Context: an optimization exercise on an open-source flow, tuned for small area. The choices shown serve that exercise and are no tape-out recipe. Function was checked by simulation only, so behaviour that the tests miss may differ from the original. The flow treats the clock pin as an ideal source, which a real chip does not have. Power and IR drop assume default switching activity.

## P
Design tetris_top, start of the top module:
module tetris_top #(
    parameter int DEBOUNCE_CYCLES = 4,
    parameter int GRAVITY_CYCLES  = 64,
    parameter int SCAN_CYCLES     = 8
) (
    input  logic                         clk,
    input  logic                         reset,
    input  logic                         btn_left,
    input  logic                         btn_right,
    input  logic                         btn_rotate,
    input  logic                         btn_drop,
    input  logic [tetris_pkg::ROW_W-1:0] row_sel,
    output tetris_pkg::row_mask_t        locked_row,
    output tetris_pkg::row_mask_t        active_row,
    output logic [6:0]                   seg,
    output logic [1:0]                   an,
    output logic                         score_win
);
clock: 15.0 ns
lec_check: 0
abc_area: 1
cap_margin: 0
core_margin: 2
core_utilization: 40
place_density: 0.55
slew_margin: 0
standard.sh (not shown) runs the stock make flow with config.mk's settings and CLKGATE_MAP_FILE= SYNTH_SCRIPT=/design/flow/synth_recipe.tcl, a recipe that flattens the netlist after the stock synthesis.
==> flow/flow/run.sh <==
#!/bin/bash
# Own layout flow: the standard flow (standard.sh), except that
#  - the combinational logic of the standard synthesis is mapped again for area
#    (reabc.tcl with abc.script); registers keep their cells and names;
#  - ports get the smallest buffer; the clock tree uses clkbuf_8 without dummy loads,
#    and after CTS any clock buffer whose sinks would see a slow edge becomes clkbuf_16
#    (fixclk.tcl).
# Each tool's output goes to a log_*.txt file in the work folder.
set -euo pipefail
W=$(pwd)
R=$W/orfs/results/$FLOW_PLATFORM/tetris_top/base
LIB=$FLOW_HOME/platforms/$FLOW_PLATFORM/lib/sky130_fd_sc_hd__tt_025C_1v80.lib
YOSYS=$(command -v yosys || echo "$FLOW_HOME/../tools/install/yosys/bin/yosys")
KNOBS=(
  "BUFFER_PORTS_ARGS=-buffer_cell sky130_fd_sc_hd__buf_1"
  "CTS_ARGS=-sink_clustering_enable -repair_clock_nets -dont_use_dummy_load -buf_list sky130_fd_sc_hd__clkbuf_8"
)
bash standard.sh "${KNOBS[@]}" synth > "$W/log_synth.txt" 2>&1
cp "$R/1_2_yosys.v" "$W/netlist_standard.v"
python3 "$W/flow/gen_cells.py" "$LIB" > "$W/comb_cells.v"
# several abc scripts (different random seeds for deepsyn) in parallel; keep the smallest
best=""; best_area=""
for n in 0 1 2 3; do
  CF_LIB="$LIB" CF_TOP="$FLOW_TOP" CF_CELLS="$W/comb_cells.v" CF_IN="$W/netlist_standard.v" \
    CF_ABC="$W/flow/abc$n.script" CF_STAT="$W/reabc_stat$n.txt" CF_OUT="$W/netlist_reabc$n.v" \
    "$YOSYS" -c "$W/flow/reabc.tcl" > "$W/log_reabc$n.txt" 2>&1 &
done
wait
for n in 0 1 2 3; do
  [[ -s "$W/netlist_reabc$n.v" ]] || continue
  a=$(awk '/Chip area/ {print $NF}' "$W/reabc_stat$n.txt")
  if [[ -z "$best" ]] || awk -v a="$a" -v b="$best_area" 'BEGIN {exit !(a < b)}'; then
    best=$n; best_area=$a
  fi
done
echo "reabc: script $best, area $best_area" > "$W/reabc_choice.txt"
cp "$W/netlist_reabc$best.v" "$W/netlist_reabc.v"
python3 "$W/flow/upsize.py" "$W/netlist_reabc.v" "$W/netlist_sized.v" "$LIB" 12 100 > "$W/log_upsize.txt" 2>&1
cp "$W/netlist_sized.v" "$W/netlist_reabc.v"
cp "$W/netlist_reabc.v" "$R/1_2_yosys.v"
rm -f "$R/1_synth.odb" "$R/1_synth.sdc"
bash standard.sh "${KNOBS[@]}" cts > "$W/log_layout_cts.txt" 2>&1
CF_LIB="$LIB" CF_ODB="$R/4_cts.odb" CF_SDC="$R/4_cts.sdc" CF_SLEW=0.105 \
  CF_RC="$FLOW_HOME/platforms/$FLOW_PLATFORM/setRC.tcl" \
  openroad -no_init -exit "$W/flow/fixclk.tcl" > "$W/log_fixclk.txt" 2>&1
bash standard.sh "${KNOBS[@]}" > "$W/log_layout.txt" 2>&1
==> flow/flow/abc1.script <==
strash
dc2
&get -n
&deepsyn -T 120
&put
strash
&get -n
&dch -f
&nf -a -R 1000 -F 8 -A 8 -p
&put
mfs2 -a
strash
&get -n
&deepsyn -T 120
&put
strash
&get -n
&dch -f
&nf -a -R 1000 -F 8 -A 8 -p
&put
strash
&get -n
&dch -f
&nf -a -R 1000 -F 8 -A 8 -p
&put
topo
==> flow/flow/abc2.script <==
strash
dc2
&get -n
&deepsyn -T 120 -S 3
&put
strash
&get -n
&dch -f
&nf -a -R 1000 -F 8 -A 8 -p
&put
strash
&get -n
&deepsyn -T 120 -S 13
&put
strash
&get -n
&dch -f
&nf -a -R 1000 -F 8 -A 8 -p
&put
strash
&get -n
&dch -f
&nf -a -R 1000 -F 8 -A 8 -p
&put
topo
==> flow/flow/abc3.script <==
strash
dc2
&get -n
&deepsyn -T 120
&put
strash
&get -n
&dch -f
&nf -a -R 1000 -F 8 -A 8 -p
&put
strash
&get -n
&deepsyn -T 120
&put
strash
&get -n
&dch -f
&nf -a -R 1000 -F 8 -A 8 -p
&put
strash
&get -n
&deepsyn -T 120
&put
strash
&get -n
&dch -f
&nf -a -R 1000 -F 8 -A 8 -p
&put
strash
&get -n
&dch -f
&nf -a -R 1000 -F 8 -A 8 -p
&put
topo
==> flow/flow/upsize.py <==
# Gives the driver of each high-fanout net a stronger drive (same function), so that
# placement needs fewer buffers. Registers are left as they are.
import re, sys
src, dst, libfile = sys.argv[1], sys.argv[2], sys.argv[3]
lib = open(libfile).read()
cells = set(re.findall(r'cell\s*\(\s*"?(sky130_fd_sc_hd__\w+)"?\s*\)', lib))
txt = open(src).read()
inst_re = re.compile(r"(sky130_fd_sc_hd__(\w+?)_(\d+))(\s+)(\\\S+ |\S+)(\s*\()(.*?)\);", re.S)
fo = {}
for m in inst_re.finditer(txt):
    for k, v in re.findall(r'\.(\w+)\(([^()]*)\)', m.group(7)):
        if k not in ('X', 'Y', 'Q', 'Q_N', 'COUT', 'SUM', 'HI', 'LO'):
            fo[v.strip()] = fo.get(v.strip(), 0) + 1
n = 0
def sub(m):
    global n
    base, size = m.group(2), int(m.group(3))
    if base.startswith(('df', 'edf', 'sdf', 'conb', 'dl')):
        return m.group(0)
    outs = [v.strip() for k, v in re.findall(r'\.(\w+)\(([^()]*)\)', m.group(7)) if k in ('X', 'Y')]
    f = max([fo.get(o, 0) for o in outs] or [0])
    want = 4 if f >= int(sys.argv[5]) else 2 if f >= int(sys.argv[4]) else size
    if want > size and "sky130_fd_sc_hd__%s_%d" % (base, want) in cells:
        n += 1
        return m.group(0).replace(m.group(1), "sky130_fd_sc_hd__%s_%d" % (base, want), 1)
    return m.group(0)
out = inst_re.sub(sub, txt)
open(dst, 'w').write(out)
print("upsized", n, "drivers")
Other scripts of this flow, unchanged in this note and not shown: flow/flow/abc0.script, flow/flow/fixclk.tcl, flow/flow/gen_cells.py, flow/flow/reabc.tcl
Changes in Q relative to P:
Settings: changing CORE_UTILIZATION from 40 to 50; removing ABC_AREA (formerly 1); changing PLACE_DENSITY from 0.55 to 0.65.
-- flow/flow/run.sh --
<<< P, line 38
python3 "$W/flow/upsize.py" "$W/netlist_reabc.v" "$W/netlist_sized.v" "$LIB" 12 100 > "$W/log_upsize.txt" 2>&1
cp "$W/netlist_sized.v" "$W/netlist_reabc.v"
>>> Q, line 38
-- flow/flow/abc1.script --
<<< P, line 4
&deepsyn -T 120
>>> Q, line 4
&deepsyn -T 120 -S 1
<<< P, line 11
mfs2 -a
>>> Q, line 11
<<< P, line 14
&deepsyn -T 120
>>> Q, line 13
&deepsyn -T 120 -S 11
-- flow/flow/abc2.script --
<<< P, line 4
&deepsyn -T 120 -S 3
>>> Q, line 4
&deepsyn -T 120 -S 2
<<< P, line 13
&deepsyn -T 120 -S 13
>>> Q, line 13
&deepsyn -T 120 -S 12
-- flow/flow/abc3.script --
<<< P, line 4
&deepsyn -T 120
>>> Q, line 4
&deepsyn -T 120 -S 3
<<< P, line 13
&deepsyn -T 120
&put
strash
&get -n
&dch -f
&nf -a -R 1000 -F 8 -A 8 -p
&put
strash
&get -n
&deepsyn -T 120
>>> Q, line 13
&deepsyn -T 120 -S 13
removed: flow/flow/upsize.py
[summary]
Summary of Q over P: remaining antenna violation count now sits at about the same level, setup slack up 0.49 ns, combinational cell fraction of total power fell 3.4 points, starting utilization of the core area picked up an extra 9.9 points, portion of total power attributed to the clock network rose by 0.7 points. Q vs. P: utilization grew by 11 points, total power after layout shrank by 4.5%. Measured against each other, P and Q differ in path length in cells of the critical path, the lower figure coming from Q.

separate check: timing with driven ports:
In the flow no input, the clock included, has a driving cell. The finished layouts below were timed again as built, in two steps. Step 1: set_driving_cell puts a clkbuf_16 on clk and a buf_2 on each other input, an assumption about the parent block. Step 2 moves the port delays by t, midway between the first and last clock arrival at a register: inputs arrive t later, outputs are due t later. That takes back most of the time a late clock gives input paths. Three values: no drivers, after step 1, after step 2; two values: the first two.
run	t (ns)	setup WS [ns]	clock arrival spread, ns	worst slew at a driven data input, ns	pins driven straight from the clock port
P	0.456	4.325 / 4.273 / 4.728	0.025 / 0.025	0.05	1
Q	0.441	4.818 / 4.756 / 4.756	0.026 / 0.026	0.06	1
After both steps every run listed still meets setup and hold. For Q, which loses most, drivers alone change the setup slack by -0.062 ns; drivers and shift together by -0.062 ns.
